Context: an optimization exercise on an open-source flow, tuned for small area, a short achievable clock period and few clock cycles per item. The choices shown serve that exercise and are no tape-out recipe. The RTL was checked by simulation tests, not by an equivalence proof against the original design. No activity file was given, so power comes from the tool's default toggle rates.

==> v1: inputs <==
Design k_way_sorted_merge_unit, start of the top module:
module k_way_sorted_merge_unit #(
   parameter int MAX_ROWS = 8,
   parameter int MAX_COLS = 16
) (
   input  logic                                clock,
   input  logic                                reset,
   input  logic                                req_tvalid,
   output logic                                req_tready,
   input  logic [kwm_pkg::REQ_DATA_W-1:0]      req_tdata,
   input  logic                                req_tuser,
   output logic                                rsp_tvalid,
   input  logic                                rsp_tready,
   output logic [kwm_pkg::RSP_DATA_W-1:0]      rsp_tdata,
   output logic                                rsp_tlast,
   output logic                                rsp_tuser,
   input  logic                                csr_we,
   input  logic [0:0]                          csr_addr,
   input  logic [kwm_pkg::CSR_DATA_W-1:0]      csr_wdata
);
clock: 10.0 ns
lec_check: 0
cap_margin: 20
core_margin: 2
core_utilization: 40
slew_margin: 20
synth_memory_max_bits: 8192
run.sh (not shown) runs the stock make flow with config.mk's settings and CLKGATE_MAP_FILE= SYNTH_SCRIPT=/design/flow/synth_recipe.tcl, a recipe that flattens the netlist after the stock synthesis.
==> inputs of v29, as changes to v1 <==
--- a/flow/design.v
+++ b/flow/design.v
@@ -21,30 +21,31 @@
 endpackage
 module kwm_ram #(
    parameter int WIDTH    = 32,
    parameter int MAX_ROWS = 8,
    parameter int MAX_COLS = 16,
-   parameter int ROW_W    = $clog2(MAX_ROWS),
-   parameter int COL_W    = $clog2(MAX_COLS)
+   parameter int ROW_W    = $clog2(MAX_ROWS)
 ) (
    input  logic                          clock,
    input  logic                          we,
    input  logic [ROW_W-1:0]              wrow,
-   input  logic [COL_W-1:0]              wcol,
    input  logic [WIDTH-1:0]              wdata,
-   input  logic [MAX_ROWS*COL_W-1:0]     rptr,
+   input  logic [MAX_ROWS*MAX_COLS-1:0]  rsel,
    output logic [MAX_ROWS*WIDTH-1:0]     rdata
 );
-   logic [WIDTH-1:0] mem [MAX_ROWS][MAX_COLS];
-   always_ff @(posedge clock) begin
-      if (we) begin
-         mem[wrow][wcol] <= wdata;
-      end
-   end
-   always_comb begin
-      for (int r = 0; r < MAX_ROWS; r++) begin
-         rdata[r*WIDTH +: WIDTH] = mem[r][rptr[r*COL_W +: COL_W]];
+   for (genvar r = 0; r < MAX_ROWS; r++) begin : g_row
+      logic [MAX_COLS*WIDTH-1:0] ring;
+      always_ff @(posedge clock) begin
+         ring[(MAX_COLS-1)*WIDTH-1:0]          <= ring[MAX_COLS*WIDTH-1:WIDTH];
+         ring[MAX_COLS*WIDTH-1 -: WIDTH]       <= (we && (wrow == ROW_W'(r))) ? wdata : ring[WIDTH-1:0];
+      end
+      always_comb begin
+         rdata[r*WIDTH +: WIDTH] = '0;
+         for (int k = 0; k < MAX_COLS; k++) begin
+            rdata[r*WIDTH +: WIDTH] = rdata[r*WIDTH +: WIDTH]
+                                    | (ring[k*WIDTH +: WIDTH] & {WIDTH{rsel[r*MAX_COLS + k]}});
+         end
       end
    end
 endmodule
 module kwm_min_unit #(
    parameter int MAX_ROWS = 8
@@ -52,16 +53,32 @@
    input  logic [MAX_ROWS*kwm_pkg::VALUE_W-1:0] heads,
    input  logic [MAX_ROWS-1:0]                  live,
    output logic [MAX_ROWS-1:0]                  win
 );
    localparam int W = kwm_pkg::VALUE_W;
+   function automatic logic gt_signed(input logic [W-1:0] a, input logic [W-1:0] b);
+      logic [W-1:0] g, l;
+      for (int k = 0; k < W; k++) begin
+         g[k] = a[k] & !b[k];
+         l[k] = !a[k] & b[k];
+      end
+      g[W-1] = !a[W-1] & b[W-1];
+      l[W-1] = a[W-1] & !b[W-1];
+      for (int s = 1; s < W; s = s * 2) begin
+         for (int k = 0; k + s < W; k = k + 2 * s) begin
+            g[k] = g[k + s] | (!l[k + s] & g[k]);
+            l[k] = l[k + s] | (!g[k + s] & l[k]);
+         end
+      end
+      gt_signed = g[0];
+   endfunction
    logic [MAX_ROWS-1:0] le [MAX_ROWS];
    always_comb begin
       for (int i = 0; i < MAX_ROWS; i++) begin
          le[i] = '0;
          for (int j = i + 1; j < MAX_ROWS; j++) begin
-            le[i][j] = {!heads[i*W+W-1], heads[i*W +: W-1]} <= {!heads[j*W+W-1], heads[j*W +: W-1]};
+            le[i][j] = !gt_signed(heads[i*W +: W], heads[j*W +: W]);
          end
       end
       for (int i = 0; i < MAX_ROWS; i++) begin
          win[i] = live[i];
          for (int j = 0; j < MAX_ROWS; j++) begin
@@ -108,14 +125,15 @@
    logic [W-1:0]              ir_val_ff;
    logic                      do_load;
    logic                      do_pull;
    logic                      do_refresh;
    logic                      stale_ff, stale_in;
+   logic [COL_W-1:0]          g_ff;
    logic [HEAD_W-1:0]         h_ff   [MAX_ROWS];
-   logic [COL_W-1:0]          ptr_ff [MAX_ROWS];
+   logic [MAX_COLS-1:0]       ptr_ff [MAX_ROWS];
    logic [W-1:0]              head_ff [MAX_ROWS];
-   logic [MAX_ROWS*COL_W-1:0] rptr;
+   logic [MAX_ROWS*MAX_COLS-1:0] rptr;
    logic [MAX_ROWS*W-1:0]     rdata;
    logic [MAX_ROWS*W-1:0]     heads;
    logic [MAX_ROWS-1:0]       live;
    logic [MAX_ROWS-1:0]       lastcand;
    logic [MAX_ROWS-1:0]       win;
@@ -144,11 +162,11 @@
          end else begin
             row_length_ff <= csr_wdata;
          end
       end
    end
-   assign do_load    = ir_v_ff && (ir_pull_ff == kwm_pkg::OP_LOAD);
+   assign do_load    = ir_v_ff && (ir_pull_ff == kwm_pkg::OP_LOAD) && (ir_col_ff == g_ff);
    assign do_pull    = ir_v_ff && (ir_pull_ff == kwm_pkg::OP_PULL) && !stale_ff && !q1v_ff;
    assign do_refresh = stale_ff && !do_load;
    assign stale_in   = do_load ? 1'b1 : (do_refresh ? 1'b0 : stale_ff);
    assign ir_v_in = ready_ff ? req_tvalid : ir_v_ff;
    always_ff @(posedge clock) begin
@@ -159,18 +177,23 @@
          ir_val_ff  <= req_tdata[38:7];
       end
    end
    logic ready_in;
    logic ir_pull_in;
+   logic [COL_W-1:0] ir_col_in;
    assign ir_pull_in = ready_ff ? req_tuser : ir_pull_ff;
-   assign ready_in   = !ir_v_in || !ir_pull_in || (!stale_in && !q1v_in);
+   assign ir_col_in  = ready_ff ? req_tdata[6:3] : ir_col_ff;
+   assign ready_in   = !ir_v_in
+                    || (ir_pull_in ? (!stale_in && !q1v_in) : (ir_col_in == g_ff + COL_W'(1)));
    always_ff @(posedge clock) begin
       if (reset) begin
          ready_ff <= 1'b1;
          ir_v_ff  <= 1'b0;
          stale_ff <= 1'b1;
+         g_ff     <= '0;
       end else begin
+         g_ff     <= g_ff + COL_W'(1);
          ready_ff <= ready_in;
          ir_v_ff  <= ready_ff ? req_tvalid : (ir_v_ff && !(do_load || do_pull));
          stale_ff <= stale_in;
       end
    end
@@ -181,18 +204,17 @@
       .MAX_COLS (MAX_COLS)
    ) u_store (
       .clock (clock),
       .we    (do_load),
       .wrow  (ir_row_ff),
-      .wcol  (ir_col_ff),
       .wdata (ir_val_ff),
-      .rptr  (rptr),
+      .rsel  (rptr),
       .rdata (rdata)
    );
    always_comb begin
       for (int r = 0; r < MAX_ROWS; r++) begin
-         rptr[r*COL_W +: COL_W] = ptr_ff[r];
+         rptr[r*MAX_COLS +: MAX_COLS] = ptr_ff[r];
          heads[r*W +: W]        = head_ff[r];
          live[r]     = (r < int'(rows_eff)) && (h_ff[r] < len_eff);
          lastcand[r] = (h_ff[r] + HEAD_W'(1)) == len_eff;
       end
    end
@@ -223,20 +245,24 @@
          new_last = new_last | (win[r] & lastcand[r]);
       end
       new_last = new_last && single;
       new_ent  = {!found, new_last, new_row, new_val};
    end
+   logic [MAX_COLS-1:0] col0_sel;
+   assign col0_sel = MAX_COLS'(1) << (COL_W'(MAX_COLS - 1) - g_ff);
    always_ff @(posedge clock) begin
       for (int r = 0; r < MAX_ROWS; r++) begin
          if (reset || do_load) begin
             h_ff[r]   <= '0;
-            ptr_ff[r] <= '0;
+            ptr_ff[r] <= col0_sel;
          end else if (do_refresh) begin
-            ptr_ff[r] <= COL_W'(1);
+            ptr_ff[r] <= ptr_ff[r];
          end else if (do_pull && win[r]) begin
             h_ff[r]   <= h_ff[r] + HEAD_W'(1);
-            ptr_ff[r] <= ptr_ff[r] + COL_W'(1);
+            ptr_ff[r] <= ptr_ff[r];
+         end else begin
+            ptr_ff[r] <= {ptr_ff[r][0], ptr_ff[r][MAX_COLS-1:1]};
          end
       end
    end
    always_ff @(posedge clock) begin
       for (int r = 0; r < MAX_ROWS; r++) begin
==> flow/flow/run.sh (new file) <==
#!/bin/bash
# The standard layout, with timing repair aimed at a slack of 6.5 ns (a 3.5 ns
# period) instead of stopping as soon as the 10 ns clock is met. The SDC,
# clock period and every other setting are the standard flow's own.
set -euo pipefail
bash standard.sh finish SETUP_SLACK_MARGIN=6.5 > standard_flow.log 2>&1
==> flow/standard.sh (new file) <==
#!/bin/bash
# synth_recipe.tcl (not shown) runs the flow's synth.tcl, then flattens the netlist and writes it again
# the make line also repeats each setting of config.mk as NAME=value (left out here)
make -C /OpenROAD-flow-scripts/flow DESIGN_CONFIG=/design/flow/config.mk WORK_HOME=/design/flow/orfs CLKGATE_MAP_FILE= SYNTH_SCRIPT=/design/flow/synth_recipe.tcl "${@:-finish}"
ABC_CLOCK_PERIOD_IN_PS = 3000   (was unset)
CORE_UTILIZATION = 45   (was 40)
TNS_END_PERCENT = 100   (was unset)
removed: flow/run.sh
==> inputs of v23, as changes to v1 <==
--- a/flow/design.v
+++ b/flow/design.v
@@ -21,30 +21,31 @@
 endpackage
 module kwm_ram #(
    parameter int WIDTH    = 32,
    parameter int MAX_ROWS = 8,
    parameter int MAX_COLS = 16,
-   parameter int ROW_W    = $clog2(MAX_ROWS),
-   parameter int COL_W    = $clog2(MAX_COLS)
+   parameter int ROW_W    = $clog2(MAX_ROWS)
 ) (
    input  logic                          clock,
    input  logic                          we,
    input  logic [ROW_W-1:0]              wrow,
-   input  logic [COL_W-1:0]              wcol,
    input  logic [WIDTH-1:0]              wdata,
-   input  logic [MAX_ROWS*COL_W-1:0]     rptr,
+   input  logic [MAX_ROWS*MAX_COLS-1:0]  rsel,
    output logic [MAX_ROWS*WIDTH-1:0]     rdata
 );
-   logic [WIDTH-1:0] mem [MAX_ROWS][MAX_COLS];
-   always_ff @(posedge clock) begin
-      if (we) begin
-         mem[wrow][wcol] <= wdata;
-      end
-   end
-   always_comb begin
-      for (int r = 0; r < MAX_ROWS; r++) begin
-         rdata[r*WIDTH +: WIDTH] = mem[r][rptr[r*COL_W +: COL_W]];
+   for (genvar r = 0; r < MAX_ROWS; r++) begin : g_row
+      logic [MAX_COLS*WIDTH-1:0] ring;
+      always_ff @(posedge clock) begin
+         ring[(MAX_COLS-1)*WIDTH-1:0]          <= ring[MAX_COLS*WIDTH-1:WIDTH];
+         ring[MAX_COLS*WIDTH-1 -: WIDTH]       <= (we && (wrow == ROW_W'(r))) ? wdata : ring[WIDTH-1:0];
+      end
+      always_comb begin
+         rdata[r*WIDTH +: WIDTH] = '0;
+         for (int k = 0; k < MAX_COLS; k++) begin
+            rdata[r*WIDTH +: WIDTH] = rdata[r*WIDTH +: WIDTH]
+                                    | (ring[k*WIDTH +: WIDTH] & {WIDTH{rsel[r*MAX_COLS + k]}});
+         end
       end
    end
 endmodule
 module kwm_min_unit #(
    parameter int MAX_ROWS = 8
@@ -52,16 +53,32 @@
    input  logic [MAX_ROWS*kwm_pkg::VALUE_W-1:0] heads,
    input  logic [MAX_ROWS-1:0]                  live,
    output logic [MAX_ROWS-1:0]                  win
 );
    localparam int W = kwm_pkg::VALUE_W;
+   function automatic logic gt_signed(input logic [W-1:0] a, input logic [W-1:0] b);
+      logic [W-1:0] g, l;
+      for (int k = 0; k < W; k++) begin
+         g[k] = a[k] & !b[k];
+         l[k] = !a[k] & b[k];
+      end
+      g[W-1] = !a[W-1] & b[W-1];
+      l[W-1] = a[W-1] & !b[W-1];
+      for (int s = 1; s < W; s = s * 2) begin
+         for (int k = 0; k + s < W; k = k + 2 * s) begin
+            g[k] = g[k + s] | (!l[k + s] & g[k]);
+            l[k] = l[k + s] | (!g[k + s] & l[k]);
+         end
+      end
+      gt_signed = g[0];
+   endfunction
    logic [MAX_ROWS-1:0] le [MAX_ROWS];
    always_comb begin
       for (int i = 0; i < MAX_ROWS; i++) begin
          le[i] = '0;
          for (int j = i + 1; j < MAX_ROWS; j++) begin
-            le[i][j] = {!heads[i*W+W-1], heads[i*W +: W-1]} <= {!heads[j*W+W-1], heads[j*W +: W-1]};
+            le[i][j] = !gt_signed(heads[i*W +: W], heads[j*W +: W]);
          end
       end
       for (int i = 0; i < MAX_ROWS; i++) begin
          win[i] = live[i];
          for (int j = 0; j < MAX_ROWS; j++) begin
@@ -108,14 +125,15 @@
    logic [W-1:0]              ir_val_ff;
    logic                      do_load;
    logic                      do_pull;
    logic                      do_refresh;
    logic                      stale_ff, stale_in;
+   logic [COL_W-1:0]          g_ff;
    logic [HEAD_W-1:0]         h_ff   [MAX_ROWS];
-   logic [COL_W-1:0]          ptr_ff [MAX_ROWS];
+   logic [MAX_COLS-1:0]       ptr_ff [MAX_ROWS];
    logic [W-1:0]              head_ff [MAX_ROWS];
-   logic [MAX_ROWS*COL_W-1:0] rptr;
+   logic [MAX_ROWS*MAX_COLS-1:0] rptr;
    logic [MAX_ROWS*W-1:0]     rdata;
    logic [MAX_ROWS*W-1:0]     heads;
    logic [MAX_ROWS-1:0]       live;
    logic [MAX_ROWS-1:0]       lastcand;
    logic [MAX_ROWS-1:0]       win;
@@ -144,11 +162,11 @@
          end else begin
             row_length_ff <= csr_wdata;
          end
       end
    end
-   assign do_load    = ir_v_ff && (ir_pull_ff == kwm_pkg::OP_LOAD);
+   assign do_load    = ir_v_ff && (ir_pull_ff == kwm_pkg::OP_LOAD) && (ir_col_ff == g_ff);
    assign do_pull    = ir_v_ff && (ir_pull_ff == kwm_pkg::OP_PULL) && !stale_ff && !q1v_ff;
    assign do_refresh = stale_ff && !do_load;
    assign stale_in   = do_load ? 1'b1 : (do_refresh ? 1'b0 : stale_ff);
    assign ir_v_in = ready_ff ? req_tvalid : ir_v_ff;
    always_ff @(posedge clock) begin
@@ -159,18 +177,23 @@
          ir_val_ff  <= req_tdata[38:7];
       end
    end
    logic ready_in;
    logic ir_pull_in;
+   logic [COL_W-1:0] ir_col_in;
    assign ir_pull_in = ready_ff ? req_tuser : ir_pull_ff;
-   assign ready_in   = !ir_v_in || !ir_pull_in || (!stale_in && !q1v_in);
+   assign ir_col_in  = ready_ff ? req_tdata[6:3] : ir_col_ff;
+   assign ready_in   = !ir_v_in
+                    || (ir_pull_in ? (!stale_in && !q1v_in) : (ir_col_in == g_ff + COL_W'(1)));
    always_ff @(posedge clock) begin
       if (reset) begin
          ready_ff <= 1'b1;
          ir_v_ff  <= 1'b0;
          stale_ff <= 1'b1;
+         g_ff     <= '0;
       end else begin
+         g_ff     <= g_ff + COL_W'(1);
          ready_ff <= ready_in;
          ir_v_ff  <= ready_ff ? req_tvalid : (ir_v_ff && !(do_load || do_pull));
          stale_ff <= stale_in;
       end
    end
@@ -181,18 +204,17 @@
       .MAX_COLS (MAX_COLS)
    ) u_store (
       .clock (clock),
       .we    (do_load),
       .wrow  (ir_row_ff),
-      .wcol  (ir_col_ff),
       .wdata (ir_val_ff),
-      .rptr  (rptr),
+      .rsel  (rptr),
       .rdata (rdata)
    );
    always_comb begin
       for (int r = 0; r < MAX_ROWS; r++) begin
-         rptr[r*COL_W +: COL_W] = ptr_ff[r];
+         rptr[r*MAX_COLS +: MAX_COLS] = ptr_ff[r];
          heads[r*W +: W]        = head_ff[r];
          live[r]     = (r < int'(rows_eff)) && (h_ff[r] < len_eff);
          lastcand[r] = (h_ff[r] + HEAD_W'(1)) == len_eff;
       end
    end
@@ -223,20 +245,24 @@
          new_last = new_last | (win[r] & lastcand[r]);
       end
       new_last = new_last && single;
       new_ent  = {!found, new_last, new_row, new_val};
    end
+   logic [MAX_COLS-1:0] col0_sel;
+   assign col0_sel = MAX_COLS'(1) << (COL_W'(MAX_COLS - 1) - g_ff);
    always_ff @(posedge clock) begin
       for (int r = 0; r < MAX_ROWS; r++) begin
          if (reset || do_load) begin
             h_ff[r]   <= '0;
-            ptr_ff[r] <= '0;
+            ptr_ff[r] <= col0_sel;
          end else if (do_refresh) begin
-            ptr_ff[r] <= COL_W'(1);
+            ptr_ff[r] <= ptr_ff[r];
          end else if (do_pull && win[r]) begin
             h_ff[r]   <= h_ff[r] + HEAD_W'(1);
-            ptr_ff[r] <= ptr_ff[r] + COL_W'(1);
+            ptr_ff[r] <= ptr_ff[r];
+         end else begin
+            ptr_ff[r] <= {ptr_ff[r][0], ptr_ff[r][MAX_COLS-1:1]};
          end
       end
    end
    always_ff @(posedge clock) begin
       for (int r = 0; r < MAX_ROWS; r++) begin
==> flow/flow/run.sh (new file) <==
#!/bin/bash
# The standard layout, with timing repair aimed at a slack of 6.5 ns (a 3.5 ns
# period) instead of stopping as soon as the 10 ns clock is met. The SDC,
# clock period and every other setting are the standard flow's own.
set -euo pipefail
bash standard.sh finish SETUP_SLACK_MARGIN=6.5 > standard_flow.log 2>&1
==> flow/standard.sh (new file) <==
#!/bin/bash
# synth_recipe.tcl (not shown) runs the flow's synth.tcl, then flattens the netlist and writes it again
# the make line also repeats each setting of config.mk as NAME=value (left out here)
make -C /OpenROAD-flow-scripts/flow DESIGN_CONFIG=/design/flow/config.mk WORK_HOME=/design/flow/orfs CLKGATE_MAP_FILE= SYNTH_SCRIPT=/design/flow/synth_recipe.tcl "${@:-finish}"
ABC_CLOCK_PERIOD_IN_PS = 3000   (was unset)
CORE_UTILIZATION = 45   (was 40)
CTS_CLUSTER_DIAMETER = 70   (was unset)
CTS_CLUSTER_SIZE = 22   (was unset)
TNS_END_PERCENT = 100   (was unset)
removed: flow/run.sh
==> comparison table <==
                                                                                v1                       v29                       v23
Run status                                                timing/DRC/antenna clean  timing/DRC/antenna clean  timing/DRC/antenna clean
Final Core Density                                                           0.457                     0.547                     0.528
Full die area                                                          487000 um^2               334000 um^2               334000 um^2
Multiplexer area fraction after synthesis                                    0.151                    0.0232                    0.0232
Fraction of met2 tracks used by global routing                               0.388                     0.494                     0.488
Register share of the cell area                                              0.621                     0.547                     0.567
Leading cell type in the layout, fill and taps excluded  sky130_fd_sc_hd__edfxtp_1  sky130_fd_sc_hd__dfxtp_1  sky130_fd_sc_hd__dfxtp_1
Comb. pwr                                                                  3.20 mW                   3.71 mW                   3.73 mW
Total Nets Final                                                             11253                     12701                     12575
Final std cells w/o fill                                                     17053                     17389                     17038
Tapcell Cnt                                                                   6400                      4346                      4346
Buffer share of cell area                                                   0.0161                    0.0598                    0.0638
Cells on worst reg2reg path                                                     13                        16                        17
Testbench counts of v1, summed over its fixed seeds: cycles 6,208, items 3,096.
Testbench counts of v29, summed over its fixed seeds: cycles 6,544, items 3,096.
Testbench counts of v23, summed over its fixed seeds: cycles 6,544, items 3,096.

==> what the ideal ports hide <==
In the flow no input, the clock included, has a driving cell. The finished layouts below were timed again as built, in two steps.
Step 1 sets driving cells, clkbuf_16 on the clock port and buf_2 on the other inputs (assumed; they add their load-dependent delay and slew).
Step 2, shift: input delay + t, output delay - t, t = (earliest + latest rising clock arrival at the registers) / 2. This alone moves slack from input paths to output paths.
Slacks: ideal ports / drivers / drivers and shift; pairs: ideal ports / drivers.
run | t, ns | setup WS [ns] | clock arrival spread, ns | slew at the worst register clock pin (ns)
v1 | 1.118 | 3.567 / 3.567 / 3.567 | 0.098 / 0.098 | 0.07 / 0.07
v29 | 1.088 | 5.398 / 5.398 / 5.398 | 0.107 / 0.107 | 0.09 / 0.09
v23 | 1.056 | 5.444 / 5.444 / 5.444 | 0.076 / 0.077 | 0.09 / 0.09
After both steps setup and hold are still met in every run listed.
